What follows belongs to an exercise in optimizing a design on an open flow for small area, a short achievable clock period and few clock cycles per item; a production flow would make more cautious choices. Function was checked by simulation only, so behaviour that the tests miss may differ from the original. Power and IR drop assume default switching activity.

==> flow/design.v <==
package emgrms_pkg;
   localparam int SAMPLE_W  = 12;
   localparam int RUN_W     = 16;
   localparam int RUNS_W    = 8;
   localparam int CSR_IDX_W = 8;
   localparam int CSR_DAT_W = 12;
   localparam int REQ_DAT_W = 16;
   localparam int RSP_DAT_W = 32;
   localparam logic [RUN_W-1:0] RUN_MAX = {RUN_W{1'b1}};
   localparam logic [CSR_IDX_W-1:0] REG_BIAS_LEVEL      = 8'd0;
   localparam logic [CSR_IDX_W-1:0] REG_ALERT_THRESHOLD = 8'd1;
   localparam logic [CSR_IDX_W-1:0] REG_RUNS_TO_ALERT   = 8'd2;
   localparam logic [SAMPLE_W-1:0] BIAS_RESET      = 12'd2048;
   localparam logic [SAMPLE_W-1:0] THRESHOLD_RESET = 12'd500;
   localparam logic [RUNS_W-1:0]   RUNS_RESET      = 8'd5;
   localparam int RSP_RUN_LSB   = SAMPLE_W;
   localparam int RSP_ALERT_BIT = SAMPLE_W + RUN_W;
endpackage
module emg_window_rms_alert_top #(
   parameter int WINDOW_LEN = 128
) (
   input  logic                                 clock,
   input  logic                                 reset,
   input  logic                                 req_tvalid,
   output logic                                 req_tready,
   input  logic [emgrms_pkg::REQ_DAT_W-1:0]     req_tdata,
   output logic                                 rsp_tvalid,
   input  logic                                 rsp_tready,
   output logic [emgrms_pkg::RSP_DAT_W-1:0]     rsp_tdata,
   input  logic                                 csr_valid,
   output logic                                 csr_ready,
   input  logic [emgrms_pkg::CSR_IDX_W-1:0]     csr_index,
   input  logic [emgrms_pkg::CSR_DAT_W-1:0]     csr_data
);
   localparam int SW     = emgrms_pkg::SAMPLE_W;           
   localparam int RW     = emgrms_pkg::RUN_W;              
   localparam int SLOT_W = $clog2(WINDOW_LEN);             
   localparam int FILL_W = $clog2(WINDOW_LEN + 1);         
   localparam int SUM_W  = 2 * SW + SLOT_W;                
   localparam int RAD_W  = SUM_W - SLOT_W;                 
   localparam int REM_W  = SW + 2;                         
   localparam int ROWS   = 2;                       
   localparam int NSTG   = 7;                              
   localparam int QD     = NSTG + 5;                       
   localparam int QA_W   = $clog2(QD);
   localparam int CR_W   = $clog2(QD + 1);
   function automatic int stage_end(input int s);
      case (s)
         0: stage_end = 4;
         1: stage_end = 6;
         2: stage_end = 8;
         3: stage_end = 9;
         4: stage_end = 10;
         5: stage_end = 11;
         default: stage_end = 12;
      endcase
   endfunction
   logic [SW-1:0]                 bias_ff;
   logic [SW-1:0]                 thr_ff;
   logic [emgrms_pkg::RUNS_W-1:0] runs_ff;
   always_ff @(posedge clock) begin
      if (reset) begin
         bias_ff <= emgrms_pkg::BIAS_RESET;
         thr_ff  <= emgrms_pkg::THRESHOLD_RESET;
         runs_ff <= emgrms_pkg::RUNS_RESET;
      end else if (csr_valid) begin
         case (csr_index)
            emgrms_pkg::REG_BIAS_LEVEL:      bias_ff <= csr_data;
            emgrms_pkg::REG_ALERT_THRESHOLD: thr_ff  <= csr_data;
            emgrms_pkg::REG_RUNS_TO_ALERT:   runs_ff <= csr_data[emgrms_pkg::RUNS_W-1:0];
            default: ;
         endcase
      end
   end
   assign csr_ready = 1'b1;
   logic              rdy_ff;
   logic              acc;
   logic [SLOT_W-1:0] gap;         
   logic [FILL_W-1:0] fill;        
   logic              full;
   logic [CR_W-1:0]   cred;        
   logic              pop;
   logic              cr_lt_m1, cr_lt;
   logic              in_step;
   assign req_tready = rdy_ff;
   assign acc        = req_tvalid && rdy_ff;
   assign full       = (fill == FILL_W'(WINDOW_LEN));
   assign cr_lt_m1   = (cred < CR_W'(QD - 1));
   assign cr_lt      = (cred < CR_W'(QD));
   assign in_step    = (gap == {SLOT_W{1'b1}}) || (fill == '0);
   always_ff @(posedge clock) begin
      if (reset) begin
         gap    <= '0;
         fill   <= '0;
         cred   <= '0;
         rdy_ff <= 1'b1;
      end else begin
         gap <= acc ? '0 : gap + 1'b1;
         if (acc && !full) fill <= fill + 1'b1;
         if (acc && full && !pop)      cred <= cred + 1'b1;
         else if (!(acc && full) && pop) cred <= cred - 1'b1;
         if (acc) begin
            if (full) rdy_ff <= pop ? cr_lt : cr_lt_m1;
            else      rdy_ff <= pop || cr_lt;
         end else begin
            rdy_ff <= in_step && (pop || cr_lt);
         end
      end
   end
   logic          in_v, in_q;
   logic [SW-1:0] in_d;
   always_ff @(posedge clock) begin
      if (reset) in_v <= 1'b0;
      else       in_v <= acc;
      in_q <= full;
      in_d <= req_tdata[SW-1:0];
   end
   logic [SW:0]              dif_a;
   logic [SW-1:0]            dif_b;
   logic [SW-1:0]            rect;
   logic [WINDOW_LEN*SW-1:0] win;
   logic [SW-1:0]            win_last;
   logic                     v1, q1;
   logic [SW-1:0]            o1;
   assign dif_a    = {1'b0, in_d} - {1'b0, bias_ff};
   assign dif_b    = bias_ff - in_d;
   assign rect     = dif_a[SW] ? dif_b : dif_a[SW-1:0];
   assign win_last = win[WINDOW_LEN*SW-1 -: SW];
   always_ff @(posedge clock) begin
      win <= {win[(WINDOW_LEN-1)*SW-1:0], in_v ? rect : win_last};
   end
   always_ff @(posedge clock) begin
      if (reset) v1 <= 1'b0;
      else       v1 <= in_v;
      q1 <= in_q;
      o1 <= (in_v && in_q) ? win_last : '0;
   end
   logic [SW-1:0]    sq_x, sq_y;
   logic [SUM_W-1:0] tree_r [ROWS];
   logic [SUM_W-1:0] r2 [ROWS];
   logic             v2, q2;
   assign sq_x = win[SW-1:0];
   assign sq_y = o1;
   logic dd_1;
   logic dd_2;
   logic dd_3;
   logic dd_4;
   logic dd_5;
   logic dd_6;
   logic dd_7;
   logic dd_8;
   logic dd_9;
   logic dd_10;
   logic dd_11;
   logic dd_12;
   logic dd_13;
   logic dd_14;
   logic dd_15;
   logic dd_16;
   logic dd_17;
   logic dd_18;
   logic dd_19;
   logic dd_20;
   logic dd_21;
   logic dd_22;
   logic dd_23;
   logic dd_24;
   logic dd_25;
   logic dd_26;
   logic dd_27;
   logic dd_28;
   logic dd_29;
   logic dd_30;
   logic dd_31;
   logic dd_32;
   logic dd_33;
   logic dd_34;
   logic dd_35;
   logic dd_36;
   logic dd_37;
   logic dd_38;
   logic dd_39;
   logic dd_40;
   logic dd_41;
   logic dd_42;
   logic dd_43;
   logic dd_44;
   logic dd_45;
   logic dd_46;
   logic dd_47;
   logic dd_48;
   logic dd_49;
   logic dd_50;
   logic dd_51;
   logic dd_52;
   logic dd_53;
   logic dd_54;
   logic dd_55;
   logic dd_56;
   logic dd_57;
   logic dd_58;
   logic dd_59;
   logic dd_60;
   logic dd_61;
   logic dd_62;
   logic dd_63;
   logic dd_64;
   logic dd_65;
   logic dd_66;
   logic dd_67;
   logic dd_68;
   logic dd_69;
   logic dd_70;
   logic dd_71;
   logic dd_72;
   logic dd_73;
   logic dd_74;
   logic dd_75;
   logic dd_76;
   logic dd_77;
   logic dd_78;
   logic dd_79;
   logic dd_80;
   logic dd_81;
   logic dd_82;
   logic dd_83;
   logic dd_84;
   logic dd_85;
   logic dd_86;
   logic dd_87;
   logic dd_88;
   logic dd_89;
   logic dd_90;
   logic dd_91;
   logic dd_92;
   logic dd_93;
   logic dd_94;
   logic dd_95;
   logic dd_96;
   logic dd_97;
   logic dd_98;
   logic dd_99;
   logic dd_100;
   logic dd_101;
   logic dd_102;
   logic dd_103;
   logic dd_104;
   logic dd_105;
   logic dd_106;
   logic dd_107;
   logic dd_108;
   logic dd_109;
   logic dd_110;
   logic dd_111;
   logic dd_112;
   logic dd_113;
   logic dd_114;
   logic dd_115;
   logic dd_116;
   logic dd_117;
   logic dd_118;
   logic dd_119;
   logic dd_120;
   logic dd_121;
   logic dd_122;
   logic dd_123;
   logic dd_124;
   logic dd_125;
   logic dd_126;
   logic dd_127;
   logic dd_128;
   logic dd_129;
   logic dd_130;
   logic dd_131;
   logic dd_132;
   logic dd_133;
   logic dd_134;
   logic dd_135;
   logic dd_136;
   logic dd_137;
   logic dd_138;
   logic dd_139;
   logic dd_140;
   logic dd_141;
   logic dd_142;
   logic dd_143;
   logic dd_144;
   logic dd_145;
   logic dd_146;
   logic dd_147;
   logic dd_148;
   logic dd_149;
   logic dd_150;
   logic dd_151;
   logic dd_152;
   logic dd_153;
   logic dd_154;
   logic dd_155;
   logic dd_156;
   logic dd_157;
   logic dd_158;
   logic dd_159;
   logic dd_160;
   logic dd_161;
   logic dd_162;
   logic dd_163;
   logic dd_164;
   logic dd_165;
   logic dd_166;
   logic dd_167;
   logic dd_168;
   logic dd_169;
   logic dd_170;
   logic dd_171;
   logic dd_172;
   logic dd_173;
   logic dd_174;
   logic dd_175;
   logic dd_176;
   logic dd_177;
   logic dd_178;
   logic dd_179;
   logic dd_180;
   logic dd_181;
   logic dd_182;
   logic dd_183;
   logic dd_184;
   logic dd_185;
   logic dd_186;
   logic dd_187;
   logic dd_188;
   logic dd_189;
   logic dd_190;
   logic dd_191;
   logic dd_192;
   logic dd_193;
   logic dd_194;
   logic dd_195;
   logic dd_196;
   logic dd_197;
   logic dd_198;
   logic dd_199;
   logic dd_200;
   logic dd_201;
   logic dd_202;
   logic dd_203;
   logic dd_204;
   logic dd_205;
   logic dd_206;
   logic dd_207;
   logic dd_208;
   logic dd_209;
   logic dd_210;
   logic dd_211;
   logic dd_212;
   logic dd_213;
   logic dd_214;
   logic dd_215;
   logic dd_216;
   logic dd_217;
   logic dd_218;
   logic dd_219;
   logic dd_220;
   logic dd_221;
   logic dd_222;
   logic dd_223;
   logic dd_224;
   logic dd_225;
   logic dd_226;
   logic dd_227;
   logic dd_228;
   logic dd_229;
   logic dd_230;
   logic dd_231;
   logic dd_232;
   logic dd_233;
   logic dd_234;
   logic dd_235;
   logic dd_236;
   logic dd_237;
   logic dd_238;
   logic dd_239;
   logic dd_240;
   logic dd_241;
   logic dd_242;
   logic dd_243;
   logic dd_244;
   logic dd_245;
   logic dd_246;
   logic dd_247;
   logic dd_248;
   logic dd_249;
   logic dd_250;
   logic dd_251;
   logic dd_252;
   logic dd_253;
   logic dd_254;
   logic dd_255;
   logic dd_256;
   logic dd_257;
   logic dd_258;
   logic dd_259;
   logic dd_260;
   logic dd_261;
   logic dd_262;
   logic dd_263;
   logic dd_264;
   logic dd_265;
   logic dd_266;
   logic dd_267;
   logic dd_268;
   logic dd_269;
   logic dd_270;
   assign dd_1 = (sq_x[4] & sq_x[3]) ^ (sq_x[0] & sq_x[8]) ^ (sq_x[1] & sq_x[7]);
   assign dd_2 = ((sq_x[4] & sq_x[3]) & (sq_x[0] & sq_x[8])) | ((sq_x[4] & sq_x[3]) & (sq_x[1] & sq_x[7])) | ((sq_x[0] & sq_x[8]) & (sq_x[1] & sq_x[7]));
   assign dd_3 = (sq_x[5] & ~sq_x[4]) ^ (sq_x[0] & sq_x[9]) ^ (sq_x[1] & sq_x[8]);
   assign dd_4 = ((sq_x[5] & ~sq_x[4]) & (sq_x[0] & sq_x[9])) | ((sq_x[5] & ~sq_x[4]) & (sq_x[1] & sq_x[8])) | ((sq_x[0] & sq_x[9]) & (sq_x[1] & sq_x[8]));
   assign dd_5 = (sq_x[5] & sq_x[4]) ^ (sq_x[0] & sq_x[10]) ^ (sq_x[1] & sq_x[9]);
   assign dd_6 = ((sq_x[5] & sq_x[4]) & (sq_x[0] & sq_x[10])) | ((sq_x[5] & sq_x[4]) & (sq_x[1] & sq_x[9])) | ((sq_x[0] & sq_x[10]) & (sq_x[1] & sq_x[9]));
   assign dd_7 = (sq_x[2] & sq_x[8]) ^ (sq_x[3] & sq_x[7]) ^ (sq_x[4] & sq_x[6]);
   assign dd_8 = ((sq_x[2] & sq_x[8]) & (sq_x[3] & sq_x[7])) | ((sq_x[2] & sq_x[8]) & (sq_x[4] & sq_x[6])) | ((sq_x[3] & sq_x[7]) & (sq_x[4] & sq_x[6]));
   assign dd_9 = ~(sq_y[5] & sq_y[4]) ^ ~(sq_y[0] & sq_y[10]);
   assign dd_10 = ~(sq_y[5] & sq_y[4]) & ~(sq_y[0] & sq_y[10]);
   assign dd_11 = (sq_x[6] & ~sq_x[5]) ^ (sq_x[0] & sq_x[11]) ^ (sq_x[1] & sq_x[10]);
   assign dd_12 = ((sq_x[6] & ~sq_x[5]) & (sq_x[0] & sq_x[11])) | ((sq_x[6] & ~sq_x[5]) & (sq_x[1] & sq_x[10])) | ((sq_x[0] & sq_x[11]) & (sq_x[1] & sq_x[10]));
   assign dd_13 = (sq_x[2] & sq_x[9]) ^ (sq_x[3] & sq_x[8]) ^ (sq_x[4] & sq_x[7]);
   assign dd_14 = ((sq_x[2] & sq_x[9]) & (sq_x[3] & sq_x[8])) | ((sq_x[2] & sq_x[9]) & (sq_x[4] & sq_x[7])) | ((sq_x[3] & sq_x[8]) & (sq_x[4] & sq_x[7]));
   assign dd_15 = ~(sq_y[6] & ~sq_y[5]) ^ ~(sq_y[0] & sq_y[11]) ^ ~(sq_y[1] & sq_y[10]);
   assign dd_16 = (~(sq_y[6] & ~sq_y[5]) & ~(sq_y[0] & sq_y[11])) | (~(sq_y[6] & ~sq_y[5]) & ~(sq_y[1] & sq_y[10])) | (~(sq_y[0] & sq_y[11]) & ~(sq_y[1] & sq_y[10]));
   assign dd_17 = (sq_x[6] & sq_x[5]) ^ (sq_x[1] & sq_x[11]) ^ (sq_x[2] & sq_x[10]);
   assign dd_18 = ((sq_x[6] & sq_x[5]) & (sq_x[1] & sq_x[11])) | ((sq_x[6] & sq_x[5]) & (sq_x[2] & sq_x[10])) | ((sq_x[1] & sq_x[11]) & (sq_x[2] & sq_x[10]));
   assign dd_19 = (sq_x[3] & sq_x[9]) ^ (sq_x[4] & sq_x[8]) ^ (sq_x[5] & sq_x[7]);
   assign dd_20 = ((sq_x[3] & sq_x[9]) & (sq_x[4] & sq_x[8])) | ((sq_x[3] & sq_x[9]) & (sq_x[5] & sq_x[7])) | ((sq_x[4] & sq_x[8]) & (sq_x[5] & sq_x[7]));
   assign dd_21 = ~(sq_y[6] & sq_y[5]) ^ ~(sq_y[1] & sq_y[11]) ^ ~(sq_y[2] & sq_y[10]);
   assign dd_22 = (~(sq_y[6] & sq_y[5]) & ~(sq_y[1] & sq_y[11])) | (~(sq_y[6] & sq_y[5]) & ~(sq_y[2] & sq_y[10])) | (~(sq_y[1] & sq_y[11]) & ~(sq_y[2] & sq_y[10]));
   assign dd_23 = (sq_x[7] & ~sq_x[6]) ^ (sq_x[2] & sq_x[11]) ^ (sq_x[3] & sq_x[10]);
   assign dd_24 = ((sq_x[7] & ~sq_x[6]) & (sq_x[2] & sq_x[11])) | ((sq_x[7] & ~sq_x[6]) & (sq_x[3] & sq_x[10])) | ((sq_x[2] & sq_x[11]) & (sq_x[3] & sq_x[10]));
   assign dd_25 = (sq_x[4] & sq_x[9]) ^ (sq_x[5] & sq_x[8]) ^ ~(sq_y[7] & ~sq_y[6]);
   assign dd_26 = ((sq_x[4] & sq_x[9]) & (sq_x[5] & sq_x[8])) | ((sq_x[4] & sq_x[9]) & ~(sq_y[7] & ~sq_y[6])) | ((sq_x[5] & sq_x[8]) & ~(sq_y[7] & ~sq_y[6]));
   assign dd_27 = ~(sq_y[2] & sq_y[11]) ^ ~(sq_y[3] & sq_y[10]);
   assign dd_28 = ~(sq_y[2] & sq_y[11]) & ~(sq_y[3] & sq_y[10]);
   assign dd_29 = (sq_x[7] & sq_x[6]) ^ (sq_x[3] & sq_x[11]) ^ (sq_x[4] & sq_x[10]);
   assign dd_30 = ((sq_x[7] & sq_x[6]) & (sq_x[3] & sq_x[11])) | ((sq_x[7] & sq_x[6]) & (sq_x[4] & sq_x[10])) | ((sq_x[3] & sq_x[11]) & (sq_x[4] & sq_x[10]));
   assign dd_31 = (sq_x[5] & sq_x[9]) ^ (sq_x[6] & sq_x[8]) ^ ~(sq_y[7] & sq_y[6]);
   assign dd_32 = ((sq_x[5] & sq_x[9]) & (sq_x[6] & sq_x[8])) | ((sq_x[5] & sq_x[9]) & ~(sq_y[7] & sq_y[6])) | ((sq_x[6] & sq_x[8]) & ~(sq_y[7] & sq_y[6]));
   assign dd_33 = ~(sq_y[3] & sq_y[11]) ^ ~(sq_y[4] & sq_y[10]);
   assign dd_34 = ~(sq_y[3] & sq_y[11]) & ~(sq_y[4] & sq_y[10]);
   assign dd_35 = (sq_x[8] & ~sq_x[7]) ^ (sq_x[4] & sq_x[11]) ^ (sq_x[5] & sq_x[10]);
   assign dd_36 = ((sq_x[8] & ~sq_x[7]) & (sq_x[4] & sq_x[11])) | ((sq_x[8] & ~sq_x[7]) & (sq_x[5] & sq_x[10])) | ((sq_x[4] & sq_x[11]) & (sq_x[5] & sq_x[10]));
   assign dd_37 = (sq_x[8] & sq_x[7]) ^ (sq_x[5] & sq_x[11]);
   assign dd_38 = (sq_x[8] & sq_x[7]) & (sq_x[5] & sq_x[11]);
   assign dd_39 = (sq_x[2] & sq_x[1]) ^ (sq_x[0] & sq_x[4]);
   assign dd_40 = (sq_x[2] & sq_x[1]) & (sq_x[0] & sq_x[4]);
   assign dd_41 = (sq_x[3] & ~sq_x[2]) ^ (sq_x[0] & sq_x[5]);
   assign dd_42 = (sq_x[3] & ~sq_x[2]) & (sq_x[0] & sq_x[5]);
   assign dd_43 = (sq_x[3] & sq_x[2]) ^ (sq_x[0] & sq_x[6]) ^ (sq_x[1] & sq_x[5]);
   assign dd_44 = ((sq_x[3] & sq_x[2]) & (sq_x[0] & sq_x[6])) | ((sq_x[3] & sq_x[2]) & (sq_x[1] & sq_x[5])) | ((sq_x[0] & sq_x[6]) & (sq_x[1] & sq_x[5]));
   assign dd_45 = (sq_x[2] & sq_x[4]) ^ ~(sq_y[3] & sq_y[2]) ^ ~(sq_y[0] & sq_y[6]);
   assign dd_46 = ((sq_x[2] & sq_x[4]) & ~(sq_y[3] & sq_y[2])) | ((sq_x[2] & sq_x[4]) & ~(sq_y[0] & sq_y[6])) | (~(sq_y[3] & sq_y[2]) & ~(sq_y[0] & sq_y[6]));
   assign dd_47 = (sq_x[4] & ~sq_x[3]) ^ (sq_x[0] & sq_x[7]) ^ (sq_x[1] & sq_x[6]);
   assign dd_48 = ((sq_x[4] & ~sq_x[3]) & (sq_x[0] & sq_x[7])) | ((sq_x[4] & ~sq_x[3]) & (sq_x[1] & sq_x[6])) | ((sq_x[0] & sq_x[7]) & (sq_x[1] & sq_x[6]));
   assign dd_49 = (sq_x[2] & sq_x[5]) ^ ~(sq_y[4] & ~sq_y[3]) ^ ~(sq_y[0] & sq_y[7]);
   assign dd_50 = ((sq_x[2] & sq_x[5]) & ~(sq_y[4] & ~sq_y[3])) | ((sq_x[2] & sq_x[5]) & ~(sq_y[0] & sq_y[7])) | (~(sq_y[4] & ~sq_y[3]) & ~(sq_y[0] & sq_y[7]));
   assign dd_51 = (sq_x[2] & sq_x[6]) ^ (sq_x[3] & sq_x[5]) ^ ~(sq_y[4] & sq_y[3]);
   assign dd_52 = ((sq_x[2] & sq_x[6]) & (sq_x[3] & sq_x[5])) | ((sq_x[2] & sq_x[6]) & ~(sq_y[4] & sq_y[3])) | ((sq_x[3] & sq_x[5]) & ~(sq_y[4] & sq_y[3]));
   assign dd_53 = ~(sq_y[0] & sq_y[8]) ^ ~(sq_y[1] & sq_y[7]) ^ ~(sq_y[2] & sq_y[6]);
   assign dd_54 = (~(sq_y[0] & sq_y[8]) & ~(sq_y[1] & sq_y[7])) | (~(sq_y[0] & sq_y[8]) & ~(sq_y[2] & sq_y[6])) | (~(sq_y[1] & sq_y[7]) & ~(sq_y[2] & sq_y[6]));
   assign dd_55 = ~(sq_y[3] & sq_y[5]) ^ 1'b1;
   assign dd_56 = ~(sq_y[3] & sq_y[5]) & 1'b1;
   assign dd_57 = (sq_x[2] & sq_x[7]) ^ (sq_x[3] & sq_x[6]) ^ ~(sq_y[5] & ~sq_y[4]);
   assign dd_58 = ((sq_x[2] & sq_x[7]) & (sq_x[3] & sq_x[6])) | ((sq_x[2] & sq_x[7]) & ~(sq_y[5] & ~sq_y[4])) | ((sq_x[3] & sq_x[6]) & ~(sq_y[5] & ~sq_y[4]));
   assign dd_59 = ~(sq_y[0] & sq_y[9]) ^ ~(sq_y[1] & sq_y[8]) ^ ~(sq_y[2] & sq_y[7]);
   assign dd_60 = (~(sq_y[0] & sq_y[9]) & ~(sq_y[1] & sq_y[8])) | (~(sq_y[0] & sq_y[9]) & ~(sq_y[2] & sq_y[7])) | (~(sq_y[1] & sq_y[8]) & ~(sq_y[2] & sq_y[7]));
   assign dd_61 = ~(sq_y[3] & sq_y[6]) ^ dd_3 ^ dd_2;
   assign dd_62 = (~(sq_y[3] & sq_y[6]) & dd_3) | (~(sq_y[3] & sq_y[6]) & dd_2) | (dd_3 & dd_2);
   assign dd_63 = ~(sq_y[1] & sq_y[9]) ^ ~(sq_y[2] & sq_y[8]) ^ ~(sq_y[3] & sq_y[7]);
   assign dd_64 = (~(sq_y[1] & sq_y[9]) & ~(sq_y[2] & sq_y[8])) | (~(sq_y[1] & sq_y[9]) & ~(sq_y[3] & sq_y[7])) | (~(sq_y[2] & sq_y[8]) & ~(sq_y[3] & sq_y[7]));
   assign dd_65 = ~(sq_y[4] & sq_y[6]) ^ 1'b1 ^ dd_5;
   assign dd_66 = (~(sq_y[4] & sq_y[6]) & 1'b1) | (~(sq_y[4] & sq_y[6]) & dd_5) | (1'b1 & dd_5);
   assign dd_67 = dd_7 ^ dd_9 ^ dd_4;
   assign dd_68 = (dd_7 & dd_9) | (dd_7 & dd_4) | (dd_9 & dd_4);
   assign dd_69 = ~(sq_y[2] & sq_y[9]) ^ ~(sq_y[3] & sq_y[8]) ^ ~(sq_y[4] & sq_y[7]);
   assign dd_70 = (~(sq_y[2] & sq_y[9]) & ~(sq_y[3] & sq_y[8])) | (~(sq_y[2] & sq_y[9]) & ~(sq_y[4] & sq_y[7])) | (~(sq_y[3] & sq_y[8]) & ~(sq_y[4] & sq_y[7]));
   assign dd_71 = dd_11 ^ dd_13 ^ dd_15;
   assign dd_72 = (dd_11 & dd_13) | (dd_11 & dd_15) | (dd_13 & dd_15);
   assign dd_73 = dd_6 ^ dd_8 ^ dd_10;
   assign dd_74 = (dd_6 & dd_8) | (dd_6 & dd_10) | (dd_8 & dd_10);
   assign dd_75 = ~(sq_y[3] & sq_y[9]) ^ ~(sq_y[4] & sq_y[8]) ^ ~(sq_y[5] & sq_y[7]);
   assign dd_76 = (~(sq_y[3] & sq_y[9]) & ~(sq_y[4] & sq_y[8])) | (~(sq_y[3] & sq_y[9]) & ~(sq_y[5] & sq_y[7])) | (~(sq_y[4] & sq_y[8]) & ~(sq_y[5] & sq_y[7]));
   assign dd_77 = dd_17 ^ dd_19 ^ dd_21;
   assign dd_78 = (dd_17 & dd_19) | (dd_17 & dd_21) | (dd_19 & dd_21);
   assign dd_79 = dd_12 ^ dd_14 ^ dd_16;
   assign dd_80 = (dd_12 & dd_14) | (dd_12 & dd_16) | (dd_14 & dd_16);
   assign dd_81 = ~(sq_y[4] & sq_y[9]) ^ ~(sq_y[5] & sq_y[8]) ^ 1'b1;
   assign dd_82 = (~(sq_y[4] & sq_y[9]) & ~(sq_y[5] & sq_y[8])) | (~(sq_y[4] & sq_y[9]) & 1'b1) | (~(sq_y[5] & sq_y[8]) & 1'b1);
   assign dd_83 = dd_23 ^ dd_25 ^ dd_27;
   assign dd_84 = (dd_23 & dd_25) | (dd_23 & dd_27) | (dd_25 & dd_27);
   assign dd_85 = dd_18 ^ dd_20 ^ dd_22;
   assign dd_86 = (dd_18 & dd_20) | (dd_18 & dd_22) | (dd_20 & dd_22);
   assign dd_87 = ~(sq_y[5] & sq_y[9]) ^ ~(sq_y[6] & sq_y[8]) ^ 1'b1;
   assign dd_88 = (~(sq_y[5] & sq_y[9]) & ~(sq_y[6] & sq_y[8])) | (~(sq_y[5] & sq_y[9]) & 1'b1) | (~(sq_y[6] & sq_y[8]) & 1'b1);
   assign dd_89 = dd_29 ^ dd_31 ^ dd_33;
   assign dd_90 = (dd_29 & dd_31) | (dd_29 & dd_33) | (dd_31 & dd_33);
   assign dd_91 = dd_24 ^ dd_26 ^ dd_28;
   assign dd_92 = (dd_24 & dd_26) | (dd_24 & dd_28) | (dd_26 & dd_28);
   assign dd_93 = (sq_x[6] & sq_x[9]) ^ ~(sq_y[8] & ~sq_y[7]) ^ ~(sq_y[4] & sq_y[11]);
   assign dd_94 = ((sq_x[6] & sq_x[9]) & ~(sq_y[8] & ~sq_y[7])) | ((sq_x[6] & sq_x[9]) & ~(sq_y[4] & sq_y[11])) | (~(sq_y[8] & ~sq_y[7]) & ~(sq_y[4] & sq_y[11]));
   assign dd_95 = ~(sq_y[5] & sq_y[10]) ^ ~(sq_y[6] & sq_y[9]) ^ dd_35;
   assign dd_96 = (~(sq_y[5] & sq_y[10]) & ~(sq_y[6] & sq_y[9])) | (~(sq_y[5] & sq_y[10]) & dd_35) | (~(sq_y[6] & sq_y[9]) & dd_35);
   assign dd_97 = dd_30 ^ dd_32 ^ dd_34;
   assign dd_98 = (dd_30 & dd_32) | (dd_30 & dd_34) | (dd_32 & dd_34);
   assign dd_99 = (sq_x[6] & sq_x[10]) ^ (sq_x[7] & sq_x[9]) ^ ~(sq_y[8] & sq_y[7]);
   assign dd_100 = ((sq_x[6] & sq_x[10]) & (sq_x[7] & sq_x[9])) | ((sq_x[6] & sq_x[10]) & ~(sq_y[8] & sq_y[7])) | ((sq_x[7] & sq_x[9]) & ~(sq_y[8] & sq_y[7]));
   assign dd_101 = ~(sq_y[5] & sq_y[11]) ^ ~(sq_y[6] & sq_y[10]) ^ ~(sq_y[7] & sq_y[9]);
   assign dd_102 = (~(sq_y[5] & sq_y[11]) & ~(sq_y[6] & sq_y[10])) | (~(sq_y[5] & sq_y[11]) & ~(sq_y[7] & sq_y[9])) | (~(sq_y[6] & sq_y[10]) & ~(sq_y[7] & sq_y[9]));
   assign dd_103 = 1'b1 ^ dd_37 ^ dd_36;
   assign dd_104 = (1'b1 & dd_37) | (1'b1 & dd_36) | (dd_37 & dd_36);
   assign dd_105 = (sq_x[9] & ~sq_x[8]) ^ (sq_x[6] & sq_x[11]) ^ (sq_x[7] & sq_x[10]);
   assign dd_106 = ((sq_x[9] & ~sq_x[8]) & (sq_x[6] & sq_x[11])) | ((sq_x[9] & ~sq_x[8]) & (sq_x[7] & sq_x[10])) | ((sq_x[6] & sq_x[11]) & (sq_x[7] & sq_x[10]));
   assign dd_107 = ~(sq_y[9] & ~sq_y[8]) ^ ~(sq_y[6] & sq_y[11]) ^ ~(sq_y[7] & sq_y[10]);
   assign dd_108 = (~(sq_y[9] & ~sq_y[8]) & ~(sq_y[6] & sq_y[11])) | (~(sq_y[9] & ~sq_y[8]) & ~(sq_y[7] & sq_y[10])) | (~(sq_y[6] & sq_y[11]) & ~(sq_y[7] & sq_y[10]));
   assign dd_109 = (sq_x[9] & sq_x[8]) ^ (sq_x[7] & sq_x[11]) ^ (sq_x[8] & sq_x[10]);
   assign dd_110 = ((sq_x[9] & sq_x[8]) & (sq_x[7] & sq_x[11])) | ((sq_x[9] & sq_x[8]) & (sq_x[8] & sq_x[10])) | ((sq_x[7] & sq_x[11]) & (sq_x[8] & sq_x[10]));
   assign dd_111 = ~(sq_y[9] & sq_y[8]) ^ ~(sq_y[7] & sq_y[11]);
   assign dd_112 = ~(sq_y[9] & sq_y[8]) & ~(sq_y[7] & sq_y[11]);
   assign dd_113 = (sq_x[1] & sq_x[0]) ^ (sq_x[0] & sq_x[2]);
   assign dd_114 = (sq_x[1] & sq_x[0]) & (sq_x[0] & sq_x[2]);
   assign dd_115 = (sq_x[2] & ~sq_x[1]) ^ (sq_x[0] & sq_x[3]);
   assign dd_116 = (sq_x[2] & ~sq_x[1]) & (sq_x[0] & sq_x[3]);
   assign dd_117 = (sq_x[1] & sq_x[3]) ^ ~(sq_y[2] & sq_y[1]) ^ ~(sq_y[0] & sq_y[4]);
   assign dd_118 = ((sq_x[1] & sq_x[3]) & ~(sq_y[2] & sq_y[1])) | ((sq_x[1] & sq_x[3]) & ~(sq_y[0] & sq_y[4])) | (~(sq_y[2] & sq_y[1]) & ~(sq_y[0] & sq_y[4]));
   assign dd_119 = ~(sq_y[1] & sq_y[3]) ^ 1'b1;
   assign dd_120 = ~(sq_y[1] & sq_y[3]) & 1'b1;
   assign dd_121 = (sq_x[1] & sq_x[4]) ^ ~(sq_y[3] & ~sq_y[2]) ^ ~(sq_y[0] & sq_y[5]);
   assign dd_122 = ((sq_x[1] & sq_x[4]) & ~(sq_y[3] & ~sq_y[2])) | ((sq_x[1] & sq_x[4]) & ~(sq_y[0] & sq_y[5])) | (~(sq_y[3] & ~sq_y[2]) & ~(sq_y[0] & sq_y[5]));
   assign dd_123 = ~(sq_y[1] & sq_y[4]) ^ dd_41 ^ dd_40;
   assign dd_124 = (~(sq_y[1] & sq_y[4]) & dd_41) | (~(sq_y[1] & sq_y[4]) & dd_40) | (dd_41 & dd_40);
   assign dd_125 = ~(sq_y[1] & sq_y[5]) ^ ~(sq_y[2] & sq_y[4]) ^ 1'b1;
   assign dd_126 = (~(sq_y[1] & sq_y[5]) & ~(sq_y[2] & sq_y[4])) | (~(sq_y[1] & sq_y[5]) & 1'b1) | (~(sq_y[2] & sq_y[4]) & 1'b1);
   assign dd_127 = dd_43 ^ dd_45 ^ dd_42;
   assign dd_128 = (dd_43 & dd_45) | (dd_43 & dd_42) | (dd_45 & dd_42);
   assign dd_129 = ~(sq_y[1] & sq_y[6]) ^ ~(sq_y[2] & sq_y[5]) ^ dd_47;
   assign dd_130 = (~(sq_y[1] & sq_y[6]) & ~(sq_y[2] & sq_y[5])) | (~(sq_y[1] & sq_y[6]) & dd_47) | (~(sq_y[2] & sq_y[5]) & dd_47);
   assign dd_131 = dd_49 ^ dd_44 ^ dd_46;
   assign dd_132 = (dd_49 & dd_44) | (dd_49 & dd_46) | (dd_44 & dd_46);
   assign dd_133 = dd_1 ^ dd_51 ^ dd_53;
   assign dd_134 = (dd_1 & dd_51) | (dd_1 & dd_53) | (dd_51 & dd_53);
   assign dd_135 = dd_55 ^ dd_48 ^ dd_50;
   assign dd_136 = (dd_55 & dd_48) | (dd_55 & dd_50) | (dd_48 & dd_50);
   assign dd_137 = dd_57 ^ dd_59 ^ dd_61;
   assign dd_138 = (dd_57 & dd_59) | (dd_57 & dd_61) | (dd_59 & dd_61);
   assign dd_139 = dd_52 ^ dd_54 ^ dd_56;
   assign dd_140 = (dd_52 & dd_54) | (dd_52 & dd_56) | (dd_54 & dd_56);
   assign dd_141 = dd_63 ^ dd_65 ^ dd_67;
   assign dd_142 = (dd_63 & dd_65) | (dd_63 & dd_67) | (dd_65 & dd_67);
   assign dd_143 = dd_58 ^ dd_60 ^ dd_62;
   assign dd_144 = (dd_58 & dd_60) | (dd_58 & dd_62) | (dd_60 & dd_62);
   assign dd_145 = dd_69 ^ dd_71 ^ dd_73;
   assign dd_146 = (dd_69 & dd_71) | (dd_69 & dd_73) | (dd_71 & dd_73);
   assign dd_147 = dd_64 ^ dd_66 ^ dd_68;
   assign dd_148 = (dd_64 & dd_66) | (dd_64 & dd_68) | (dd_66 & dd_68);
   assign dd_149 = dd_75 ^ dd_77 ^ dd_79;
   assign dd_150 = (dd_75 & dd_77) | (dd_75 & dd_79) | (dd_77 & dd_79);
   assign dd_151 = dd_70 ^ dd_72 ^ dd_74;
   assign dd_152 = (dd_70 & dd_72) | (dd_70 & dd_74) | (dd_72 & dd_74);
   assign dd_153 = dd_81 ^ dd_83 ^ dd_85;
   assign dd_154 = (dd_81 & dd_83) | (dd_81 & dd_85) | (dd_83 & dd_85);
   assign dd_155 = dd_76 ^ dd_78 ^ dd_80;
   assign dd_156 = (dd_76 & dd_78) | (dd_76 & dd_80) | (dd_78 & dd_80);
   assign dd_157 = dd_87 ^ dd_89 ^ dd_91;
   assign dd_158 = (dd_87 & dd_89) | (dd_87 & dd_91) | (dd_89 & dd_91);
   assign dd_159 = dd_82 ^ dd_84 ^ dd_86;
   assign dd_160 = (dd_82 & dd_84) | (dd_82 & dd_86) | (dd_84 & dd_86);
   assign dd_161 = dd_93 ^ dd_95 ^ dd_97;
   assign dd_162 = (dd_93 & dd_95) | (dd_93 & dd_97) | (dd_95 & dd_97);
   assign dd_163 = dd_88 ^ dd_90 ^ dd_92;
   assign dd_164 = (dd_88 & dd_90) | (dd_88 & dd_92) | (dd_90 & dd_92);
   assign dd_165 = dd_99 ^ dd_101 ^ dd_103;
   assign dd_166 = (dd_99 & dd_101) | (dd_99 & dd_103) | (dd_101 & dd_103);
   assign dd_167 = dd_94 ^ dd_96 ^ dd_98;
   assign dd_168 = (dd_94 & dd_96) | (dd_94 & dd_98) | (dd_96 & dd_98);
   assign dd_169 = dd_38 ^ dd_105 ^ dd_107;
   assign dd_170 = (dd_38 & dd_105) | (dd_38 & dd_107) | (dd_105 & dd_107);
   assign dd_171 = dd_100 ^ dd_102 ^ dd_104;
   assign dd_172 = (dd_100 & dd_102) | (dd_100 & dd_104) | (dd_102 & dd_104);
   assign dd_173 = ~(sq_y[8] & sq_y[10]) ^ 1'b1 ^ dd_109;
   assign dd_174 = (~(sq_y[8] & sq_y[10]) & 1'b1) | (~(sq_y[8] & sq_y[10]) & dd_109) | (1'b1 & dd_109);
   assign dd_175 = dd_111 ^ dd_106 ^ dd_108;
   assign dd_176 = (dd_111 & dd_106) | (dd_111 & dd_108) | (dd_106 & dd_108);
   assign dd_177 = (sq_x[10] & ~sq_x[9]) ^ (sq_x[8] & sq_x[11]) ^ ~(sq_y[10] & ~sq_y[9]);
   assign dd_178 = ((sq_x[10] & ~sq_x[9]) & (sq_x[8] & sq_x[11])) | ((sq_x[10] & ~sq_x[9]) & ~(sq_y[10] & ~sq_y[9])) | ((sq_x[8] & sq_x[11]) & ~(sq_y[10] & ~sq_y[9]));
   assign dd_179 = ~(sq_y[8] & sq_y[11]) ^ dd_110 ^ dd_112;
   assign dd_180 = (~(sq_y[8] & sq_y[11]) & dd_110) | (~(sq_y[8] & sq_y[11]) & dd_112) | (dd_110 & dd_112);
   assign dd_181 = (sq_x[10] & sq_x[9]) ^ (sq_x[9] & sq_x[11]) ^ ~(sq_y[10] & sq_y[9]);
   assign dd_182 = ((sq_x[10] & sq_x[9]) & (sq_x[9] & sq_x[11])) | ((sq_x[10] & sq_x[9]) & ~(sq_y[10] & sq_y[9])) | ((sq_x[9] & sq_x[11]) & ~(sq_y[10] & sq_y[9]));
   assign dd_183 = ~(sq_y[9] & sq_y[11]) ^ 1'b1;
   assign dd_184 = ~(sq_y[9] & sq_y[11]) & 1'b1;
   assign dd_185 = ~(sq_y[1] & sq_y[0]) ^ ~(sq_y[0] & sq_y[2]);
   assign dd_186 = ~(sq_y[1] & sq_y[0]) & ~(sq_y[0] & sq_y[2]);
   assign dd_187 = ~(sq_y[2] & ~sq_y[1]) ^ ~(sq_y[0] & sq_y[3]) ^ dd_115;
   assign dd_188 = (~(sq_y[2] & ~sq_y[1]) & ~(sq_y[0] & sq_y[3])) | (~(sq_y[2] & ~sq_y[1]) & dd_115) | (~(sq_y[0] & sq_y[3]) & dd_115);
   assign dd_189 = dd_39 ^ dd_117 ^ dd_119;
   assign dd_190 = (dd_39 & dd_117) | (dd_39 & dd_119) | (dd_117 & dd_119);
   assign dd_191 = dd_121 ^ dd_123 ^ dd_118;
   assign dd_192 = (dd_121 & dd_123) | (dd_121 & dd_118) | (dd_123 & dd_118);
   assign dd_193 = dd_125 ^ dd_127 ^ dd_122;
   assign dd_194 = (dd_125 & dd_127) | (dd_125 & dd_122) | (dd_127 & dd_122);
   assign dd_195 = dd_129 ^ dd_131 ^ dd_126;
   assign dd_196 = (dd_129 & dd_131) | (dd_129 & dd_126) | (dd_131 & dd_126);
   assign dd_197 = dd_133 ^ dd_135 ^ dd_130;
   assign dd_198 = (dd_133 & dd_135) | (dd_133 & dd_130) | (dd_135 & dd_130);
   assign dd_199 = dd_137 ^ dd_139 ^ dd_134;
   assign dd_200 = (dd_137 & dd_139) | (dd_137 & dd_134) | (dd_139 & dd_134);
   assign dd_201 = dd_141 ^ dd_143 ^ dd_138;
   assign dd_202 = (dd_141 & dd_143) | (dd_141 & dd_138) | (dd_143 & dd_138);
   assign dd_203 = dd_145 ^ dd_147 ^ dd_142;
   assign dd_204 = (dd_145 & dd_147) | (dd_145 & dd_142) | (dd_147 & dd_142);
   assign dd_205 = dd_149 ^ dd_151 ^ dd_146;
   assign dd_206 = (dd_149 & dd_151) | (dd_149 & dd_146) | (dd_151 & dd_146);
   assign dd_207 = dd_153 ^ dd_155 ^ dd_150;
   assign dd_208 = (dd_153 & dd_155) | (dd_153 & dd_150) | (dd_155 & dd_150);
   assign dd_209 = dd_157 ^ dd_159 ^ dd_154;
   assign dd_210 = (dd_157 & dd_159) | (dd_157 & dd_154) | (dd_159 & dd_154);
   assign dd_211 = dd_161 ^ dd_163 ^ dd_158;
   assign dd_212 = (dd_161 & dd_163) | (dd_161 & dd_158) | (dd_163 & dd_158);
   assign dd_213 = dd_165 ^ dd_167 ^ dd_162;
   assign dd_214 = (dd_165 & dd_167) | (dd_165 & dd_162) | (dd_167 & dd_162);
   assign dd_215 = dd_169 ^ dd_171 ^ dd_166;
   assign dd_216 = (dd_169 & dd_171) | (dd_169 & dd_166) | (dd_171 & dd_166);
   assign dd_217 = dd_173 ^ dd_175 ^ dd_170;
   assign dd_218 = (dd_173 & dd_175) | (dd_173 & dd_170) | (dd_175 & dd_170);
   assign dd_219 = dd_177 ^ dd_179 ^ dd_174;
   assign dd_220 = (dd_177 & dd_179) | (dd_177 & dd_174) | (dd_179 & dd_174);
   assign dd_221 = dd_181 ^ dd_183 ^ dd_178;
   assign dd_222 = (dd_181 & dd_183) | (dd_181 & dd_178) | (dd_183 & dd_178);
   assign dd_223 = (sq_x[11] & ~sq_x[10]) ^ ~(sq_y[11] & ~sq_y[10]) ^ dd_182;
   assign dd_224 = ((sq_x[11] & ~sq_x[10]) & ~(sq_y[11] & ~sq_y[10])) | ((sq_x[11] & ~sq_x[10]) & dd_182) | (~(sq_y[11] & ~sq_y[10]) & dd_182);
   assign dd_225 = (sq_x[11] & sq_x[10]) ^ ~(sq_y[11] & sq_y[10]);
   assign dd_226 = (sq_x[11] & sq_x[10]) & ~(sq_y[11] & sq_y[10]);
   assign dd_227 = sq_x[0] ^ ~sq_y[0];
   assign dd_228 = sq_x[0] & ~sq_y[0];
   assign dd_229 = 1'b1 ^ dd_113;
   assign dd_230 = 1'b1 & dd_113;
   assign dd_231 = dd_114 ^ dd_187 ^ dd_186;
   assign dd_232 = (dd_114 & dd_187) | (dd_114 & dd_186) | (dd_187 & dd_186);
   assign dd_233 = dd_116 ^ dd_189 ^ dd_188;
   assign dd_234 = (dd_116 & dd_189) | (dd_116 & dd_188) | (dd_189 & dd_188);
   assign dd_235 = dd_120 ^ dd_191 ^ dd_190;
   assign dd_236 = (dd_120 & dd_191) | (dd_120 & dd_190) | (dd_191 & dd_190);
   assign dd_237 = dd_124 ^ dd_193 ^ dd_192;
   assign dd_238 = (dd_124 & dd_193) | (dd_124 & dd_192) | (dd_193 & dd_192);
   assign dd_239 = dd_128 ^ dd_195 ^ dd_194;
   assign dd_240 = (dd_128 & dd_195) | (dd_128 & dd_194) | (dd_195 & dd_194);
   assign dd_241 = dd_132 ^ dd_197 ^ dd_196;
   assign dd_242 = (dd_132 & dd_197) | (dd_132 & dd_196) | (dd_197 & dd_196);
   assign dd_243 = dd_136 ^ dd_199 ^ dd_198;
   assign dd_244 = (dd_136 & dd_199) | (dd_136 & dd_198) | (dd_199 & dd_198);
   assign dd_245 = dd_140 ^ dd_201 ^ dd_200;
   assign dd_246 = (dd_140 & dd_201) | (dd_140 & dd_200) | (dd_201 & dd_200);
   assign dd_247 = dd_144 ^ dd_203 ^ dd_202;
   assign dd_248 = (dd_144 & dd_203) | (dd_144 & dd_202) | (dd_203 & dd_202);
   assign dd_249 = dd_148 ^ dd_205 ^ dd_204;
   assign dd_250 = (dd_148 & dd_205) | (dd_148 & dd_204) | (dd_205 & dd_204);
   assign dd_251 = dd_152 ^ dd_207 ^ dd_206;
   assign dd_252 = (dd_152 & dd_207) | (dd_152 & dd_206) | (dd_207 & dd_206);
   assign dd_253 = dd_156 ^ dd_209 ^ dd_208;
   assign dd_254 = (dd_156 & dd_209) | (dd_156 & dd_208) | (dd_209 & dd_208);
   assign dd_255 = dd_160 ^ dd_211 ^ dd_210;
   assign dd_256 = (dd_160 & dd_211) | (dd_160 & dd_210) | (dd_211 & dd_210);
   assign dd_257 = dd_164 ^ dd_213 ^ dd_212;
   assign dd_258 = (dd_164 & dd_213) | (dd_164 & dd_212) | (dd_213 & dd_212);
   assign dd_259 = dd_168 ^ dd_215 ^ dd_214;
   assign dd_260 = (dd_168 & dd_215) | (dd_168 & dd_214) | (dd_215 & dd_214);
   assign dd_261 = dd_172 ^ dd_217 ^ dd_216;
   assign dd_262 = (dd_172 & dd_217) | (dd_172 & dd_216) | (dd_217 & dd_216);
   assign dd_263 = dd_176 ^ dd_219 ^ dd_218;
   assign dd_264 = (dd_176 & dd_219) | (dd_176 & dd_218) | (dd_219 & dd_218);
   assign dd_265 = dd_180 ^ dd_221 ^ dd_220;
   assign dd_266 = (dd_180 & dd_221) | (dd_180 & dd_220) | (dd_221 & dd_220);
   assign dd_267 = dd_184 ^ dd_223 ^ dd_222;
   assign dd_268 = (dd_184 & dd_223) | (dd_184 & dd_222) | (dd_223 & dd_222);
   assign dd_269 = 1'b1 ^ dd_225 ^ dd_224;
   assign dd_270 = (1'b1 & dd_225) | (1'b1 & dd_224) | (dd_225 & dd_224);
   assign tree_r[0] = {1'b1, 1'b1, 1'b1, 1'b1, 1'b1, 1'b1, dd_226, dd_269, dd_267, dd_265, dd_263, dd_261, dd_259, dd_257, dd_255, dd_253, dd_251, dd_249, dd_247, dd_245, dd_243, dd_241, dd_239, dd_237, dd_235, dd_233, dd_231, dd_185, (sq_x[1] & ~sq_x[0]), 1'b1, 1'b1};
   assign tree_r[1] = {1'b0, 1'b0, 1'b0, 1'b0, 1'b0, 1'b0, dd_270, dd_268, dd_266, dd_264, dd_262, dd_260, dd_258, dd_256, dd_254, dd_252, dd_250, dd_248, dd_246, dd_244, dd_242, dd_240, dd_238, dd_236, dd_234, dd_232, dd_230, dd_229, ~(sq_y[1] & ~sq_y[0]), dd_228, dd_227};
   always_ff @(posedge clock) begin
      if (reset) v2 <= 1'b0;
      else       v2 <= v1;
      q2 <= q1;
      for (int r = 0; r < ROWS; r++) r2[r] <= tree_r[r];
   end
   logic [SUM_W-1:0] sum;
   logic [SUM_W-1:0] sum_add;
   logic             v3;
   always_comb begin
      sum_add = sum;
      for (int r = 0; r < ROWS; r++) sum_add = sum_add + r2[r];
   end
   always_ff @(posedge clock) begin
      if (reset) begin
         sum <= '0;
         v3  <= 1'b0;
      end else begin
         if (v2) sum <= sum_add;
         v3 <= v2 && q2;
      end
   end
   for (genvar s = 0; s < NSTG; s++) begin : g_root
      localparam int T0 = (s == 0) ? 0 : stage_end(s - 1);
      localparam int T1 = stage_end(s);
      logic [RAD_W-1:0] rad_i, rad_c, rad_r;
      logic [REM_W-1:0] rem_i, rem_c, rem_r;
      logic [SW-1:0]    q_i, q_c, q_r;
      logic             v_i, v_r;
      logic             over_c;
      if (s == 0) begin : g_in
         assign rad_i = sum[SUM_W-1:SLOT_W];
         assign rem_i = '0;
         assign q_i   = '0;
         assign v_i   = v3;
      end else begin : g_in
         assign rad_i = g_root[s-1].rad_r;
         assign rem_i = g_root[s-1].rem_r;
         assign q_i   = g_root[s-1].q_r;
         assign v_i   = g_root[s-1].v_r;
      end
      always_comb begin
         logic [REM_W-1:0] rem_sh;
         logic [REM_W:0]   diff;
         rad_c = rad_i;
         rem_c = rem_i;
         q_c   = q_i;
         for (int t = T0; t < T1; t++) begin
            rem_sh = {rem_c[REM_W-3:0], rad_c[RAD_W-1:RAD_W-2]};
            rad_c  = rad_c << 2;
            diff   = {1'b0, rem_sh} - {1'b0, q_c, 2'b01};
            if (!diff[REM_W]) begin
               rem_c = diff[REM_W-1:0];
               q_c   = {q_c[SW-2:0], 1'b1};
            end else begin
               rem_c = rem_sh;
               q_c   = {q_c[SW-2:0], 1'b0};
            end
            rem_c = rem_c & REM_W'((1 << (t + 2)) - 1);
            q_c   = q_c & SW'((1 << (t + 1)) - 1);
         end
         over_c = (q_c >= thr_ff);
      end
      if (s < NSTG - 1) begin : g_reg
         always_ff @(posedge clock) begin
            if (reset) v_r <= 1'b0;
            else       v_r <= v_i;
            rad_r <= rad_c;
            rem_r <= rem_c;
            q_r   <= q_c;
         end
      end
   end
   logic [SW:0]   qmem [QD];       
   logic [QA_W:0] wp, rp;          
   logic [QA_W:0] rp_inc;
   logic          q_empty;
   logic          lv;
   logic [SW-1:0] lq;
   logic          lo;
   assign lv      = g_root[NSTG-1].v_i;
   assign lq      = g_root[NSTG-1].q_c;
   assign lo      = g_root[NSTG-1].over_c;
   assign q_empty = (wp == rp);
   function automatic logic [QA_W:0] ptr_inc(input logic [QA_W:0] p);
      if (p[QA_W-1:0] == QA_W'(QD - 1)) ptr_inc = {~p[QA_W], {QA_W{1'b0}}};
      else                              ptr_inc = p + 1'b1;
   endfunction
   assign rp_inc = ptr_inc(rp);
   always_ff @(posedge clock) begin
      if (lv) qmem[wp[QA_W-1:0]] <= {lo, lq};
   end
   logic          ov;
   logic [SW-1:0] od_lvl;
   logic [RW-1:0] od_run;
   logic          od_alert;
   logic [SW-1:0] lvl_in;
   logic          over_in;
   logic [RW-1:0] run_inc, run_nx;
   logic          alert_nx;
   logic          run_reach;
   assign pop       = !q_empty && (!ov || rsp_tready);
   assign {over_in, lvl_in} = qmem[rp[QA_W-1:0]];
   assign run_inc   = (od_run == emgrms_pkg::RUN_MAX) ? od_run : od_run + 1'b1;
   assign run_reach = (run_inc >= RW'(runs_ff));
   assign run_nx    = over_in ? run_inc : '0;
   assign alert_nx  = od_alert | (over_in && run_reach);
   always_ff @(posedge clock) begin
      if (reset) begin
         wp       <= '0;
         rp       <= '0;
         ov       <= 1'b0;
         od_run   <= '0;
         od_alert <= 1'b0;
      end else begin
         if (lv) wp <= ptr_inc(wp);
         if (pop) begin
            rp       <= rp_inc;
            ov       <= 1'b1;
            od_run   <= run_nx;
            od_alert <= alert_nx;
         end else if (rsp_tready) begin
            ov <= 1'b0;
         end
      end
      if (pop) od_lvl <= lvl_in;
   end
   assign rsp_tvalid = ov;
   assign rsp_tdata  = {3'b000, od_alert, od_run, od_lvl};
endmodule
==> flow/flow/run.sh <==
#!/bin/bash
# The standard layout (standard.sh: standard synthesis, floorplan, place,
# CTS, route, finish) with timing repair aimed well below the clock period:
# repair_timing works on every path with less than SETUP_SLACK_MARGIN ns of
# slack, so a margin of 6.6 ns at the 10 ns clock aims at a 3.4 ns path.
# The constraints (constraint.sdc) are not touched. The whole make output is
# kept in standard.log; ORFS keeps each step's log under orfs/logs/.
set -euo pipefail
echo "export SETUP_SLACK_MARGIN = 6.6" >> config.mk
bash standard.sh > standard.log 2>&1
==> flow/standard.sh <==
#!/bin/bash
# synth_recipe.tcl (not shown) runs the flow's synth.tcl, then flattens the netlist and writes it again
# the make line also repeats each setting of config.mk as NAME=value (left out here)
make -C /OpenROAD-flow-scripts/flow DESIGN_CONFIG=/design/flow/config.mk WORK_HOME=/design/flow/orfs CLKGATE_MAP_FILE= SYNTH_SCRIPT=/design/flow/synth_recipe.tcl "${@:-finish}"
==> flow/config.mk <==
export PLATFORM = sky130hd
export DESIGN_NAME = emg_window_rms_alert_top
export DESIGN_NICKNAME = emg_window_rms_alert_top
export VERILOG_FILES = /design/flow/design.v
export SDC_FILE = /design/flow/constraint.sdc
export NUM_CORES = 4
export LEC_CHECK = 0
export CAP_MARGIN = 20
export CORE_MARGIN = 2
export CORE_UTILIZATION = 40
export CTS_BUF_LIST = sky130_fd_sc_hd__clkbuf_16
export CTS_CLUSTER_DIAMETER = 60
export CTS_CLUSTER_SIZE = 30
export SLEW_MARGIN = 20
export SETUP_SLACK_MARGIN = 6.6
==> flow/constraint.sdc <==
create_clock -name core_clock -period 10.0 [get_ports {clock}]
set_input_delay 2.0000 -clock core_clock [delete_from_list [all_inputs] [get_ports {clock}]]
set_output_delay 2.0000 -clock core_clock [all_outputs]
set_load 0.01 [all_outputs]
==> impl_metrics.ini, run 1 <==
[floorplanning]
die-area_mm2 = 0.1481
chipHeight_um = 384.8
core-area_mm2 = 0.1438
die_x_um = 384.8
io_pins = 76
start_util_pct = 40.33
rows = 139

[clock_network]
hold_buffers = 0
htreeDepth = 3
cts_tree = done
clk_latency_ns = 0.77
path_clk_slew_ns = 0.10
cts_made_buffers = 106
clk_path_buf_depth = 3
clock_sinks = 2054
clockRootBuffer = clkbuf_16

[timing]
fin_worst_skew_ns = 0.08392
finalHoldViolCount = 0
relSlewSlack_pct = 32.45
slew_viol_final = 0
period_needed_ns = 3.610
fin_crit_sh_pct = 36.10
hold_ws_ns = 0.3003
setup_viol_count_final = 0
rsz0062_at_grt = true
worst_pin_slew_ns = 1.009
fmax_mhz = 277.0
final.setup.tns_ns = 0

[yosys]
syn_area_mm2 = 0.05801
yosysUniqueCellTypes = 89
synth_top_area_share_pct = 65.09
ys_seq_elements = 2054
synth_area_per_cell_um2 = 14.25
synth_area_leaders = dfxtp_1 (65%), edfxtp_1 (8.7%), fa_1 (4.8%), ha_1 (3.9%), inv_1 (1.9%)
synthArstFlopShare_pct = 0
synth_edf_count = 168
yosysWarnings = 3
ys_seq_area_share_pct = 73.79
synthFlopType = dfxtp_1
synthCells = 4071
yosysTopAreaCell = dfxtp_1

[routing]
drt_pass1_iterations = 5
wirelength_um = 90690
dr_total_vias = 27423
wl_met3_um = 3349
dr_wl_met2_um = 41060
highest_layer = met5
drtAntennaViolNets = 0
drt-met1-wl_um = 43820
drt_iter0_markers = 1200
avgViaCountPerCell = 4.398
drc_errors = 0
wl_per_cell_um = 14.54

[critical_path]
cp_top_family = compound AO/OA/AOI/OAI gates
path_depth = 22
slowest_stage = dfxtp_4
critPathKind = reg2reg
cpPeakStageDelay_ns = 0.35
crit_chain = inv_2, ha_4, o21a_1, o21a_1, o21a_1, o21ai_1, nand2b_1, a21oi_1, nor2_1, a211oi_2, o211a_1, ha_1, nand2b_4, a21oi_2, nor2b_1, o21ai_1, a21oi_2, o211ai_1, a21oi_1, a211oi_2, buf_4, o21ai_4
start_kind = register
crit_top_cell = o21a_1
reg2reg_depth = 22
required_ns = 10.41
end_kind = register
worstPathMaxFanout = 6
crit_buf_inv = 2
crit_arrival_ns = 4.02

[pwr]
power_frac_comb_pct = 20.5
switchingPower_w = 0.004977
pwr-share-seq_pct = 51.0
internal-power_w = 0.01287
ir_worst_vdd_mv = 0.1813
p_leak_nw = 26.52
clkPwrFrac_pct = 28.5
swShare_pct = 27.89
p_per_area_mw_per_mm2 = 269.9

[grt]
overflow = 0
grt_use_total_pct = 12.27
grt_max_degree = 53
grt_pass1_wl_um = 145100
first_global_vias = 27208
antenna_found_initial = 11

[final_layout]
design_area_mm2 = 0.06612
drive_gt1_share_pct = 12.89
area_growth_pct = 13.98
fill_cells = 12541
nets = 4619

[flow_run]
drv_cap = 0

[placement]
place_area_mm2 = 0.06087
dp_hpwl_um = 56540
io_buffers = 67
routabilityCongestion = 0.8138

[worst_hold_path]
min_path_cells = 0
hp-class = reg2reg

[run_status]
outcome = finished clean
==> state kept, by name, summed over array words and instances, names as in the netlist, 4 cells and up, named ones only <==
| register | cells |
|---|---|
| runs_ff | 8 |
| wp | 5 |
| od_lvl | 12 |
| g_root.rem_r | 54 |
| bias_ff | 12 |
| g_root.q_r | 48 |
| cred | 4 |
| thr_ff | 12 |
| sum | 31 |
| qmem | 156 |
| g_root.rad_r | 48 |
| o1 | 12 |
| win | 1536 |
| rp | 5 |
| fill | 8 |
| g_root.v_r | 6 |
| in_d | 12 |
| r2 | 48 |
| od_run | 16 |
| gap | 7 |
==> power by group through the flow <==
stage                     sequential [W]  clock [W]  combinational [W]
after global placement           0.00931          0            0.00290
after floorplan                  0.00918          0            0.00243
after detailed placement         0.00932          0            0.00293
final                            0.00911    0.00508            0.00365
after CTS                        0.00912    0.00528            0.00332
after global routing             0.00917    0.00557            0.00407
==> worst register-to-register path: stages (launching register included) <==
cell	delay [ns]
dfxtp_4	0.35
inv_2	0.05
ha_4	0.18
o21a_1	0.10
o21a_1	0.17
o21a_1	0.17
o21ai_1	0.11
nand2b_1	0.07
a21oi_1	0.15
nor2_1	0.07
a211oi_2	0.26
o211a_1	0.19
ha_1	0.23
nand2b_4	0.14
a21oi_2	0.10
nor2b_1	0.05
o21ai_1	0.14
a21oi_2	0.07
o211ai_1	0.16
a21oi_1	0.09
a211oi_2	0.14
buf_4	0.18
o21ai_4	0.09
==> cell families (layout without fill, tap and decap cells) <==
logic type	Yosys count	in the layout	share of synthesized area, %
multiplexers	123	123	3.007
flip-flops	2054	2054	73.79
AND/OR/NAND/NOR	679	680	5.796
adder cells (fa/ha/maj)	321	321	8.723
buffers and inverters	379	630	2.526
XOR/XNOR	100	100	1.510
AO/OA/AOI/OAI	413	416	4.638
other	2	8	0.01295
==> stage by stage <==
stage          instances  power [W]  setup slack, ns  utilization [%]
3_5_place_dp        5963    0.01226            5.629            42.32
3_3_place_gp        5963    0.01221            5.631            42.32
5_1_grt             6234    0.01881            6.123            45.97
4_1_cts             6196    0.01772            6.293            45.47
6_report            6235    0.01784            6.390            45.97
2_1_floorplan       4073    0.01161            6.249                -
==> worst paths after layout <==
kind,from,end,slack [ns]
worst max-delay path,g_root[5].q_r[0],qmem[9][12],6.39
worst min-delay path,win[960],win[972],0.30
worst max register to register,g_root[5].q_r[0],qmem[9][12],6.39
worst min register to register,win[960],win[972],0.30
==> per-layer routing <==
metal | GRT usage [%] | vias up
met5 | 0 | -
met4 | 4.304 | 4
met3 | 2.213 | 164
met2 | 19.51 | 390
met1 | 16.83 | 13180
li1 | - | 13685
==> timing repair <==
action	CTS	global route
pin swaps	38	74
gates cloned	2	2
resized for setup	239	110
buffers inserted	52	33
endpoints found under the setup margin	104	66
==> Yosys cell counts, types with 18 or more instances <==
cell type  count
and2_1        98
a31oi_1       18
xnor2_1       58
clkbuf_1      67
fa_1         139
o21a_1        26
edfxtp_1     168
ha_1         182
and3_1        38
a21o_1        31
nand2b_1      31
nand2_1      146
nor3_1        40
dfxtp_1     1886
a21oi_1      142
nand3_1       38
nor2b_1       44
o21ai_0       81
mux2i_1       64
mux2_2        20
nor2_1       182
xor2_1        42
inv_1        286
mux4_2        39
==> cell type report <==
| class | instances | area, um2 | share of cell area (%) |
|---|---|---|---|
| multi-input combinational | 1644 | 14480 | 21.90 |
| clock inverter | 73 | 1194 | 1.805 |
| clock buffer | 106 | 2653 | 4.012 |
| sequential | 2054 | 42950 | 64.97 |
| tap | 1903 | 2381 | 3.601 |
| inverter | 289 | 1095 | 1.656 |
| antenna | 4 | 10.01 | 0.01514 |
| timing repair buffer | 162 | 1351 | 2.044 |
==> cell usage in the layout (no fill, tap or decap), types with 39 or more instances in the layout <==
master	n
a21oi_1	132
and2_1	91
buf_4	78
clkbuf_16	106
dfxtp_1	1830
edfxtp_1	168
fa_1	134
ha_1	162
inv_1	275
mux2i_1	63
mux4_2	39
nand2_1	137
nor2_1	176
nor2b_1	41
o21ai_0	75
xnor2_1	57
xor2_1	42
Testbench counts, summed over its fixed seeds: cycles 5,216, items 4,096.
==> run 2: changes to the inputs <==
--- a/flow/design.v
+++ b/flow/design.v
@@ -744,7 +744,8 @@
             rem_c = rem_c & REM_W'((1 << (t + 2)) - 1);
             q_c   = q_c & SW'((1 << (t + 1)) - 1);
          end
-         over_c = (q_c >= thr_ff);
+         over_c = (q_i[SW-2:0] > thr_ff[SW-1:1])
+               || ((q_i[SW-2:0] == thr_ff[SW-1:1]) && (q_c[0] || !thr_ff[0]));
       end
       if (s < NSTG - 1) begin : g_reg
          always_ff @(posedge clock) begin
==> flow/flow/run.sh (replaced) <==
#!/bin/bash
# The standard layout (standard.sh: standard synthesis, floorplan, place,
# CTS, route, finish) with two settings changed in config.mk:
#  - timing repair aims well below the clock period: repair_timing works on
#    every path with less than SETUP_SLACK_MARGIN ns of slack, so a margin of
#    7.0 ns at the 10 ns clock aims at a 3.0 ns path;
#  - clock tree: clkbuf_16 only, sink clusters of up to 30 flip-flops within
#    60 um, and no dummy balancing loads.
# The constraints (constraint.sdc) are not touched. The whole make output is
# kept in standard.log; ORFS keeps each step's log under orfs/logs/.
set -euo pipefail
cat >> config.mk <<'CFG'
export SETUP_SLACK_MARGIN = 7.0
export CTS_ARGS = -sink_clustering_enable -repair_clock_nets -sink_clustering_size 30 -sink_clustering_max_diameter 60 -buf_list sky130_fd_sc_hd__clkbuf_16 -dont_use_dummy_load
CFG
bash standard.sh > standard.log 2>&1
--- a/flow/config.mk
+++ b/flow/config.mk
@@ -8,8 +8,6 @@
 export CAP_MARGIN = 20
 export CORE_MARGIN = 2
 export CORE_UTILIZATION = 40
-export CTS_BUF_LIST = sky130_fd_sc_hd__clkbuf_16
-export CTS_CLUSTER_DIAMETER = 60
-export CTS_CLUSTER_SIZE = 30
 export SLEW_MARGIN = 20
-export SETUP_SLACK_MARGIN = 6.6
+export SETUP_SLACK_MARGIN = 7.0
+export CTS_ARGS = -sink_clustering_enable -repair_clock_nets -sink_clustering_size 30 -sink_clustering_max_diameter 60 -buf_list sky130_fd_sc_hd__clkbuf_16 -dont_use_dummy_load
==> impl_metrics.ini, run 2 <==
[flow_run]
drv_cap = 0

[routing]
drc_errors = 0
dr_total_vias = 27393
wirelength_um = 86590
drt_pass1_iterations = 5
wl_per_cell_um = 13.90
drt-met1-wl_um = 41840
dr_wl_met2_um = 39230
drtAntennaViolNets = 0
wl_met3_um = 3347
highest_layer = met4
avgViaCountPerCell = 4.398
drt_iter0_markers = 1290

[critical_path]
crit_buf_inv = 4
critPathKind = reg2reg
end_kind = register
crit_arrival_ns = 3.99
crit_chain = and2_4, fa_1, inv_1, fa_1, inv_1, fa_1, inv_1, fa_2, inv_2, fa_2
cp_top_family = adder cells
worstPathMaxFanout = 6
start_kind = register
cpPeakStageDelay_ns = 0.55
required_ns = 10.61
slowest_stage = fa_1

[clock_network]
htreeDepth = 3
clk_path_buf_depth = 3
clk_latency_ns = 0.74
clockRootBuffer = clkbuf_16
path_clk_slew_ns = 0.09
clock_sinks = 2054
hold_buffers = 0
cts_tree = done
cts_made_buffers = 106

[yosys]
syn_area_mm2 = 0.05807
synth_area_leaders = dfxtp_1 (65%), edfxtp_1 (8.7%), fa_1 (4.8%), ha_1 (3.9%), inv_1 (2.0%)
yosysTopAreaCell = dfxtp_1
synthFlopType = dfxtp_1
yosysWarnings = 3
synth_common_cells = dfxtp_1 (1886), inv_1 (302), nor2_1 (189)
ys_seq_elements = 2054
synthCells = 4074
synth_area_per_cell_um2 = 14.25
ys_seq_area_share_pct = 73.71
synth_top_area_share_pct = 65.02
synthArstFlopShare_pct = 0
yosysUniqueCellTypes = 82
synth_edf_count = 168
yosysMostFrequentCell = dfxtp_1

[timing]
rsz0062_at_grt = true
hold_ws_ns = 0.2650
fin_worst_skew_ns = 0.1007
worst_pin_slew_ns = 0.9015
slew_viol_final = 0
finalHoldViolCount = 0
period_needed_ns = 3.377
setup_viol_count_final = 0
final.setup.tns_ns = 0
fin_crit_sh_pct = 33.77
fmax_mhz = 296.1
relSlewSlack_pct = 39.82

[pwr]
ir_worst_vdd_mv = 0.1801
p_leak_nw = 26.56
total_power_w = 0.01739
p_per_area_mw_per_mm2 = 262.0

[floorplanning]
die_x_um = 385.0
core-area_mm2 = 0.1438
io_pins = 76
rows = 139
start_util_pct = 40.37
die-area_mm2 = 0.1482
chipHeight_um = 385.0

[grt]
grt_pass1_wl_um = 140600
first_global_vias = 27221
grt_use_total_pct = 11.67
overflow = 0
antenna_found_initial = 4
grt_max_degree = 69

[placement]
place_inst = 5962
io_buffers = 67
routabilityCongestion = 0.7927
dp_hpwl_um = 53020

[final_layout]
largest_register = win
mostFrequentLayoutCells = dfxtp_1 (1829), inv_1 (278), nor2_1 (181)
drive_gt1_share_pct = 15.82
area_growth_pct = 14.27
nets = 4688
fin_cells = 6229
layout_commonest_cell = dfxtp_1
largest_reg_flops = 1536

[worst_hold_path]
hp-class = reg2reg

[run_status]
outcome = finished clean
==> run 2: kinds of logic (layout without fill, tap and decap cells) <==
logic type	count (synthesis)	count (layout)	synth area share (%)
compound gates	421	423	4.719
xor+xnor	107	107	1.614
fa+ha+maj	320	320	8.692
buf+inv	398	644	2.661
flops	2054	2054	73.71
mux	138	138	3.275
other cells	2	5	0.01293
simple gates	634	635	5.318
==> run 2: repair_timing <==
item	CTS	global route
resized for setup	366	145
pin swaps	77	77
setup buffers	114	40
endpoints found under the setup margin	208	143
gates cloned	4	2
==> run 2: per-layer routing <==
metal / GRT usage, % / vias to the layer above
li1: - / 13702
met1: 16.01 / 13175
met2: 18.50 / 356
met3: 2.402 / 160
met4: 3.704 / 0
met5: 0 / -
==> run 2: layout make-up <==
cell class                 count  area, um2
clock buffer                 106       2653
timing repair buffer         232       2105
sequential                  2054      42970
timing repair inverter         1      8.758
antenna                        1      2.502
fill                       12552      77470
tap                         1903       2381
inverter                     305       1170
multi-input combinational   1627      15070
==> run 2: through the flow <==
stage / instance area (um2) / worst slack (ns) / util (%)
final: 66360 / 6.623 / 46.14
after global routing: 66360 / 6.492 / 46.14
after CTS: 65470 / 6.641 / 45.52
after floorplan: 58550 / 6.415 / -
after global placement: 61080 / 4.720 / 42.47
after detailed placement: 61090 / 4.802 / 42.47
==> run 2: path summary, 6_finish.rpt <==
kind                       startpoint                  end  slack [ns]  depth (start not counted)
setup reg to reg               win[6]            r2[0][15]        6.62                         10
setup / recovery               win[6]            r2[0][15]        6.62                         10
hold reg to reg   g_root[1].rad_r[14]  g_root[2].rad_r[18]        0.26                          0
hold / removal    g_root[1].rad_r[14]  g_root[2].rad_r[18]        0.26                          0
==> run 2: report_power, final <==
part	switching, W	internal (W)
Combinational	0.00200	0.00206
Clock	0.00233	0.00188
Sequential	0.000272	0.00884
Total	0.00460	0.0128
==> run 2: worst reg2reg max path, cell delays in order, from the launching register on <==
cell and delay [ns]:
dfxtp_4 0.40, and2_4 0.16, fa_1 0.55, inv_1 0.06
fa_1 0.47, inv_1 0.05, fa_1 0.47, inv_1 0.05
fa_2 0.53, inv_2 0.04, fa_2 0.50
Testbench counts of run 2, summed over its fixed seeds: cycles 5,216, items 4,096.

==> static timing again, ports no longer ideal <==
In the flow no input, the clock included, has a driving cell. The finished layouts below were timed again as built, in two steps.
Step 1: set_driving_cell puts a clkbuf_16 on clock and a buf_2 on each other input, an assumption about the parent block.
Step 2 also shifts input and output timing later by t, the mid clock arrival at the registers, as if the neighbouring blocks saw the same clock.
Three values: no drivers, after step 1, after step 2; two values: the first two.
run	t (ns)	setup slack, ns
run 1	0.810	6.390 / 6.390 / 5.910
run 2	0.768	6.623 / 6.623 / 6.268
After both steps setup and hold are still met in every run listed.
